What follows belongs to an exercise in optimizing a design on an open flow for small area, a short achievable clock period and few clock cycles; a production flow would make more cautious choices.

==> flow/design.v <==
module fixed_partition_fit_allocator_unit (
   input  logic        clock,
   input  logic        reset,
   input  logic        csr_wr_en,
   input  logic [0:0]  csr_index,
   input  logic [4:0]  csr_wdata,
   input  logic        req_valid,
   output logic        req_stall,
   input  logic [20:0] req_payload,
   output logic        rsp_valid,
   input  logic        rsp_stall,
   output logic [20:0] rsp_payload
);
   localparam int N = 16;
   function automatic logic [1:0] cmp16(input logic [15:0] a, input logic [15:0] b);
      logic [15:0] g, e;
      g = a & ~b;
      e = ~(a ^ b);
      for (int st = 1; st < 16; st = st * 2)
         for (int k = 0; k < 16; k += 2 * st) begin
            g[k] = g[k+st] | (e[k+st] & g[k]);
            e[k] = e[k+st] & e[k];
         end
      cmp16 = {g[0], e[0]};
   endfunction
   function automatic logic [8:0] sub8(input logic [7:0] a, input logic [7:0] b);
      logic [7:0] g, t, gg, tt, ng, nt;
      g  = ~a & b;                          
      t  = ~a | b;                          
      gg = g;
      tt = t;
      for (int d = 1; d < 8; d = d * 2) begin
         ng = gg;
         nt = tt;
         for (int i = d; i < 8; i++) begin
            ng[i] = gg[i] | (tt[i] & gg[i-d]);
            nt[i] = tt[i] & tt[i-d];
         end
         gg = ng;
         tt = nt;
      end
      sub8[0] = a[0] ^ b[0];
      for (int i = 1; i < 8; i++) sub8[i] = a[i] ^ b[i] ^ gg[i-1];
      sub8[8] = gg[7];
   endfunction
   function automatic logic two16(input logic [15:0] x);
      logic [15:0] a, t;
      a = x;
      t = '0;
      for (int st = 1; st < 16; st = st * 2)
         for (int k = 0; k < 16; k += 2 * st) begin
            t[k] = t[k] | t[k+st] | (a[k] & a[k+st]);
            a[k] = a[k] | a[k+st];
         end
      two16 = t[0];
   endfunction
   logic            pol_next_q;
   logic            pol_bw_q;           
   logic            md_q;               
   logic [4:0]      count_q;
   logic [3:0]      ptr_q;              
   logic [N-1:0]    nf_a_q, nf_e_q;
   logic [N-1:0]    used_q;
   logic [N-1:0]    fresh_q;
   logic [15:0]     size_q [N];
   logic            rf_act_q;
   logic            rf_is_q;            
   logic [15:0]     want_x_q, want_y_q;
   logic [15:0]     size3;              
   logic [2:0]      rf_ph_q;
   logic            need_q;
   logic            v1_q, fe1_q, rf1_q, op1_q;
   logic [N-1:0]    dec1_q;             
   logic [15:0]     w1_q;
   logic [N-1:0]    r1_q;               
   logic            v2_q, gr2_q;
   logic [N-1:0]    pick2_q;            
   logic [15:0]     b2_q;               
   logic            v3_q, gr3_q, bo3_q;
   logic [3:0]      idx3_q;
   logic [7:0]      lo3_q, hi3_q;
   logic freeze, accept, fe_issue, rf_issue;
   logic        in_op;
   logic [3:0]  in_idx;
   logic [15:0] in_w;
   assign in_op  = req_payload[20];
   assign in_idx = req_payload[19:16];
   assign in_w   = req_payload[15:0];
   assign freeze    = v3_q & rsp_stall;
   assign req_stall = freeze | rf_act_q | (req_valid & in_op & need_q);
   assign accept    = req_valid & ~req_stall & ~reset;
   logic [N-1:0] act;
   always_comb
      for (int i = 0; i < N; i++) act[i] = (count_q > 5'(i));
   logic         ld1;                   
   logic         s1_op;
   logic [3:0]   s1_idx;
   logic [15:0]  want;
   logic [1:0]   cr [N];
   logic [1:0]   fcr;
   logic [N-1:0] r1;
   assign ld1    = v1_q & ~op1_q;
   assign s1_op  = ~rf_act_q & in_op;
   assign s1_idx = rf_is_q ? idx3_q : rf_act_q ? lo_idx : in_idx;
   assign want   = (in_w & want_y_q) | want_x_q;
   assign fcr    = cmp16(w1_q, want);
   always_comb
      for (int i = 0; i < N; i++) begin
         logic ge_i, le_i, hi_i;
         cr[i] = (ld1 && dec1_q[i]) ? fcr : cmp16(size_q[i], want);
         ge_i  = cr[i][1] | cr[i][0];
         le_i  = ~cr[i][1];
         hi_i  = (4'(i) > s1_idx);
         r1[i] = s1_op ? (ge_i & act[i])
                       : (((hi_i ^ md_q) ? ge_i : le_i) & (s1_idx != 4'(i)));
      end
   assign fe_issue = rf_act_q & (rf_ph_q == 3'd0) & ~v1_q & ~v2_q & ~v3_q & ~(&fresh_q);
   assign rf_issue = rf_is_q;
   logic rf_is_d;
   assign rf_is_d = req_valid & in_op & need_q & rf_act_q & (rf_ph_q == 3'd2);
   always_ff @(posedge clock) begin
      if (reset) begin
         v1_q  <= 1'b0;
         fe1_q <= 1'b0;
         rf1_q <= 1'b0;
      end else if (!freeze) begin
         v1_q  <= accept;
         fe1_q <= fe_issue;
         rf1_q <= rf_issue;
      end
   end
   always_ff @(posedge clock)
      if (!freeze) begin
         op1_q  <= s1_op;
         for (int i = 0; i < N; i++) dec1_q[i] <= (s1_idx == 4'(i));
         w1_q   <= want;
         r1_q   <= r1;
      end
   logic [N-1:0] upd2, ld2;
   logic         do_req2;
   assign do_req2 = v1_q & op1_q & ~freeze;
   always_comb
      for (int i = 0; i < N; i++) begin
         upd2[i] = (ld1 | rf1_q) & dec1_q[i];
         ld2[i]  = ld1 & dec1_q[i];
      end
   always_ff @(posedge clock)
      for (int i = 0; i < N; i++)
         if (ld2[i] && !freeze) size_q[i] <= w1_q;
   logic [N-1:0] ord [N];
   for (genvar i = 0; i < N; i++) begin : g_row
      for (genvar j = i + 1; j < N; j++) begin : g_col
         always_ff @(posedge clock) begin
            if (upd2[i] || upd2[j]) ord[i][j] <= r1_q[i] | r1_q[j];
         end
      end
   end
   logic [N-1:0] fit;
   logic [N-1:0] beats [N];
   logic [N-1:0] win;
   logic         any_fit;
   assign fit     = r1_q & ~used_q;
   assign any_fit = |fit;
   always_comb begin
      for (int i = 0; i < N; i++) beats[i] = '0;
      for (int i = 0; i < N; i++)
         for (int j = i + 1; j < N; j++) begin
            beats[i][j] = nf_a_q[i] | ~nf_e_q[j] | (ord[i][j] & nf_e_q[i]);
            beats[j][i] = ~beats[i][j];
         end
      for (int i = 0; i < N; i++) begin
         win[i] = fit[i];
         for (int j = 0; j < N; j++)
            if (j != i) win[i] = win[i] & (~fit[j] | beats[i][j]);
      end
   end
   logic [N-1:0] win_ge, fit_at, p_at, p_all;
   logic [3:0]   win_idx;
   always_comb begin
      fit_at = fit & nf_a_q;
      p_at   = fit_at;
      p_all  = fit;
      for (int d = 1; d < N; d = d * 2)
         for (int i = N - 1; i >= d; i--) begin
            p_at[i]  = p_at[i]  | p_at[i-d];
            p_all[i] = p_all[i] | p_all[i-d];
         end
      win_ge = p_at[N-1] ? p_at : p_all;
      win_idx = '0;
      for (int i = 0; i < N; i++)
         if (win[i]) win_idx = win_idx | 4'(i);
   end
   always_ff @(posedge clock) begin
      if (reset) used_q <= '0;
      else used_q <= (used_q | (win & {N{do_req2}})) & ~ld2;
   end
   logic [N-1:0] start_therm;
   logic [1:0]   new_pol;
   logic [4:0]   new_count;
   logic         csr_we;
   logic         nf_upd;
   assign csr_we = csr_wr_en & ~reset;
   assign nf_upd = do_req2 & pol_next_q & any_fit;
   always_comb begin
      for (int i = 0; i < N; i++) start_therm[i] = (4'(i) >= ptr_q);
      new_pol   = (csr_index == 1'b0) ? csr_wdata[1:0]
                : {pol_next_q | (pol_bw_q & md_q), pol_bw_q};
      new_count = (csr_index == 1'b1) ? csr_wdata : count_q;
   end
   always_ff @(posedge clock) begin
      if (reset) begin
         pol_next_q <= 1'b0;
         pol_bw_q   <= 1'b0;
         count_q    <= 5'd16;
      end else if (csr_we) begin
         pol_next_q <= (new_pol == 2'd2);
         pol_bw_q   <= new_pol[0];
         count_q    <= new_count;
      end
   end
   logic         csr_d_q;
   logic [N-1:0] s_new;
   logic         nf_new;
   assign s_new  = (pol_next_q && ({1'b0, ptr_q} < count_q)) ? start_therm : '1;
   assign nf_new = ~pol_bw_q;
   always_ff @(posedge clock) begin
      if (reset) csr_d_q <= 1'b0;
      else csr_d_q <= csr_we;
   end
   always_ff @(posedge clock) begin
      if (reset) begin
         ptr_q  <= 4'd0;
         nf_a_q <= '1;
         nf_e_q <= '1;
      end else if (csr_d_q) begin
         nf_a_q <= {N{nf_new}} & s_new;
         nf_e_q <= {N{~nf_new}} | s_new;
      end else if (nf_upd) begin
         ptr_q  <= win_idx;
         nf_a_q <= win_ge;
         nf_e_q <= win_ge;
      end
   end
   always_ff @(posedge clock) begin
      if (reset) begin
         md_q    <= 1'b0;
         fresh_q <= '0;
      end else if (csr_we && new_pol[0] && (new_pol[1] != md_q)) begin
         md_q    <= new_pol[1];
         fresh_q <= '0;
      end else begin
         fresh_q <= fresh_q | upd2;
      end
   end
   logic [N-1:0] stale, stale_lo;
   logic         two_nx, below;
   logic [3:0]   lo_idx;
   always_comb begin
      stale = ~fresh_q;
      below = 1'b0;
      for (int i = 0; i < N; i++) begin
         stale_lo[i] = stale[i] & ~below;
         below       = below | stale[i];
      end
      two_nx = two16(~(fresh_q | upd2));
      lo_idx = '0;
      for (int i = 0; i < N; i++)
         if (stale_lo[i]) lo_idx = lo_idx | 4'(i);
   end
   always_ff @(posedge clock) begin
      if (reset) begin
         rf_act_q <= 1'b0;
         rf_is_q  <= 1'b0;
         want_x_q <= '0;
         want_y_q <= '1;
         rf_ph_q  <= 3'd0;
         need_q   <= 1'b0;
      end else begin
         need_q   <= (csr_we ? new_pol[0] : pol_bw_q)
                     & (two_nx | (csr_we & new_pol[0] & (new_pol[1] != md_q)));
         rf_act_q <= req_valid & in_op & need_q;
         rf_is_q  <= rf_is_d;
         want_x_q <= {16{rf_is_d}} & size3;
         want_y_q <= {16{~rf_is_d}} | size3;
         if (!rf_act_q || rf_ph_q == 3'd4) rf_ph_q <= 3'd0;
         else if (rf_ph_q != 3'd0 || fe_issue) rf_ph_q <= rf_ph_q + 3'd1;
      end
   end
   always_ff @(posedge clock) begin
      if (reset) v2_q <= 1'b0;
      else if (!freeze) v2_q <= v1_q;
   end
   always_ff @(posedge clock)
      if (!freeze) begin
         gr2_q   <= ~op1_q | any_fit;
         pick2_q <= op1_q ? win : dec1_q;
         b2_q    <= (op1_q & any_fit) ? w1_q : 16'd0;
      end
   logic [3:0]  idx3;
   always_comb begin
      idx3  = '0;
      size3 = '0;
      for (int i = 0; i < N; i++) begin
         if (pick2_q[i]) idx3 = idx3 | 4'(i);
         size3 = size3 | (size_q[i] & {16{pick2_q[i]}});
      end
   end
   always_ff @(posedge clock) begin
      if (reset) v3_q <= 1'b0;
      else if (!freeze) v3_q <= v2_q;
   end
   logic [8:0] lo3, hi3;
   assign lo3 = sub8(size3[7:0], b2_q[7:0]);
   assign hi3 = sub8(size3[15:8], b2_q[15:8]);
   always_ff @(posedge clock)
      if (!freeze) begin
         gr3_q  <= gr2_q;
         idx3_q <= idx3;
         lo3_q  <= lo3[7:0];
         bo3_q  <= lo3[8];
         hi3_q  <= hi3[7:0];
      end
   logic [8:0] hi4;
   assign hi4 = sub8(hi3_q, {7'd0, bo3_q});
   assign rsp_valid   = v3_q;
   assign rsp_payload = {gr3_q, idx3_q, hi4[7:0], lo3_q};
endmodule
Settings: LEC_CHECK=0, CAP_MARGIN=20, CORE_MARGIN=2, CORE_UTILIZATION=40, PLACE_DENSITY=0.6, SETUP_SLACK_MARGIN=1.9, SLEW_MARGIN=20; clock period 5.0 ns.
standard.sh (not shown) runs the stock make flow with config.mk's settings and CLKGATE_MAP_FILE= SYNTH_SCRIPT=/design/flow/synth_recipe.tcl, a recipe that flattens the netlist after the stock synthesis.
==> flow/flow/run.sh <==
#!/bin/bash
# Layout flow: the standard flow (standard.sh) with one change: the
# port buffers are buf_4 cells instead of the default delay buffers.
# Synthesis and everything else are the standard flow's.
set -o pipefail
export BUFFER_PORTS_ARGS="-buffer_cell sky130_fd_sc_hd__buf_4"
bash standard.sh > standard.log 2>&1
status=$?
echo "standard.sh exit $status"
exit $status
Next try:
--- a/flow/design.v
+++ b/flow/design.v
@@ -57,11 +57,11 @@
    logic            pol_next_q;
    logic            pol_bw_q;           
    logic            md_q;               
    logic [4:0]      count_q;
    logic [3:0]      ptr_q;              
-   logic [N-1:0]    nf_a_q, nf_e_q;
+   logic [N-1:0]    nf_a_q, nf_b_q, nf_e_q;
    logic [N-1:0]    used_q;
    logic [N-1:0]    fresh_q;
    logic [15:0]     size_q [N];
    logic            rf_act_q;
    logic            rf_is_q;            
@@ -76,11 +76,11 @@
    logic            v2_q, gr2_q;
    logic [N-1:0]    pick2_q;            
    logic [15:0]     b2_q;               
    logic            v3_q, gr3_q, bo3_q;
    logic [3:0]      idx3_q;
-   logic [7:0]      lo3_q, hi3_q;
+   logic [7:0]      lo3_q, hi3_q, hib3_q;   
    logic freeze, accept, fe_issue, rf_issue;
    logic        in_op;
    logic [3:0]  in_idx;
    logic [15:0] in_w;
    assign in_op  = req_payload[20];
@@ -109,12 +109,11 @@
          logic ge_i, le_i, hi_i;
          cr[i] = (ld1 && dec1_q[i]) ? fcr : cmp16(size_q[i], want);
          ge_i  = cr[i][1] | cr[i][0];
          le_i  = ~cr[i][1];
          hi_i  = (4'(i) > s1_idx);
-         r1[i] = s1_op ? (ge_i & act[i])
-                       : (((hi_i ^ md_q) ? ge_i : le_i) & (s1_idx != 4'(i)));
+         r1[i] = s1_op ? (ge_i & act[i]) : ((hi_i ^ md_q) ? ge_i : le_i);
       end
    assign fe_issue = rf_act_q & (rf_ph_q == 3'd0) & ~v1_q & ~v2_q & ~v3_q & ~(&fresh_q);
    assign rf_issue = rf_is_q;
    logic rf_is_d;
    assign rf_is_d = req_valid & in_op & need_q & rf_act_q & (rf_ph_q == 3'd2);
@@ -149,11 +148,12 @@
          if (ld2[i] && !freeze) size_q[i] <= w1_q;
    logic [N-1:0] ord [N];
    for (genvar i = 0; i < N; i++) begin : g_row
       for (genvar j = i + 1; j < N; j++) begin : g_col
          always_ff @(posedge clock) begin
-            if (upd2[i] || upd2[j]) ord[i][j] <= r1_q[i] | r1_q[j];
+            if (upd2[i])      ord[i][j] <= r1_q[j];
+            else if (upd2[j]) ord[i][j] <= r1_q[i];
          end
       end
    end
    logic [N-1:0] fit;
    logic [N-1:0] beats [N];
@@ -163,11 +163,11 @@
    assign any_fit = |fit;
    always_comb begin
       for (int i = 0; i < N; i++) beats[i] = '0;
       for (int i = 0; i < N; i++)
          for (int j = i + 1; j < N; j++) begin
-            beats[i][j] = nf_a_q[i] | ~nf_e_q[j] | (ord[i][j] & nf_e_q[i]);
+            beats[i][j] = nf_a_q[i] | nf_b_q[j] | (ord[i][j] & nf_e_q[i]);
             beats[j][i] = ~beats[i][j];
          end
       for (int i = 0; i < N; i++) begin
          win[i] = fit[i];
          for (int j = 0; j < N; j++)
@@ -229,17 +229,20 @@
    end
    always_ff @(posedge clock) begin
       if (reset) begin
          ptr_q  <= 4'd0;
          nf_a_q <= '1;
+         nf_b_q <= '0;
          nf_e_q <= '1;
       end else if (csr_d_q) begin
          nf_a_q <= {N{nf_new}} & s_new;
+         nf_b_q <= {N{nf_new}} & ~s_new;
          nf_e_q <= {N{~nf_new}} | s_new;
       end else if (nf_upd) begin
          ptr_q  <= win_idx;
          nf_a_q <= win_ge;
+         nf_b_q <= ~win_ge;
          nf_e_q <= win_ge;
       end
    end
    always_ff @(posedge clock) begin
       if (reset) begin
@@ -307,21 +310,23 @@
    end
    always_ff @(posedge clock) begin
       if (reset) v3_q <= 1'b0;
       else if (!freeze) v3_q <= v2_q;
    end
-   logic [8:0] lo3, hi3;
-   assign lo3 = sub8(size3[7:0], b2_q[7:0]);
-   assign hi3 = sub8(size3[15:8], b2_q[15:8]);
+   logic [8:0] lo3, hi3, hib3;
+   assign lo3  = sub8(size3[7:0], b2_q[7:0]);
+   assign hi3  = sub8(size3[15:8], b2_q[15:8]);
+   assign hib3 = sub8(b2_q[15:8], size3[15:8]);    
    always_ff @(posedge clock)
       if (!freeze) begin
          gr3_q  <= gr2_q;
          idx3_q <= idx3;
          lo3_q  <= lo3[7:0];
          bo3_q  <= lo3[8];
          hi3_q  <= hi3[7:0];
+         hib3_q <= ~hib3[7:0];
       end
-   logic [8:0] hi4;
-   assign hi4 = sub8(hi3_q, {7'd0, bo3_q});
+   logic [7:0] hi4;
+   assign hi4 = bo3_q ? hib3_q : hi3_q;
    assign rsp_valid   = v3_q;
-   assign rsp_payload = {gr3_q, idx3_q, hi4[7:0], lo3_q};
+   assign rsp_payload = {gr3_q, idx3_q, hi4, lo3_q};
 endmodule
Routed wire length goes up by a few percent. Synthesized area went up by a few percent. Core utilization rises by 0.38 points. Worst hold slack is better by 0.013 ns. Sequential share of layout area went down by 0.50 points.
No run of this note included a check of the RTL's function; only the layout flow was run.

[port drivers added, routing unchanged]
No port has a modelled driver above. Below, the same layouts with a new extraction and two added sets of constraints.
Step 1 (the two cells are an assumption about what drives the block):
set clk [get_ports {clock}]
set_driving_cell -lib_cell sky130_fd_sc_hd__clkbuf_16 $clk
set_driving_cell -lib_cell sky130_fd_sc_hd__buf_2 [delete_from_list [all_inputs] $clk]
Step 2 times the ports against the registers' clock, not the clock port: input delays grow and output delays shrink by t, the midpoint of the rising clock arrivals with the driver on.
a / b / c = ideal ports / drivers / drivers and shift; a / b = the first two.
| run | shift t [ns] | setup slack, ns | worst hold slack (ns) | slew at the worst register clock pin (ns) |
|---|---|---|---|---|
| the first run | 0.709 | 1.736 / 1.668 / 1.114 | 0.427 / 0.427 / 0.427 | 0.07 / 0.07 |
| the second run | 0.704 | 1.780 / 1.796 / 1.092 | 0.441 / 0.441 / 0.441 | 0.07 / 0.07 |
After both steps setup and hold are still met in every run listed. The setup slack of the second run, which loses most, moves by +0.016 ns with the drivers and by -0.688 ns with both steps.
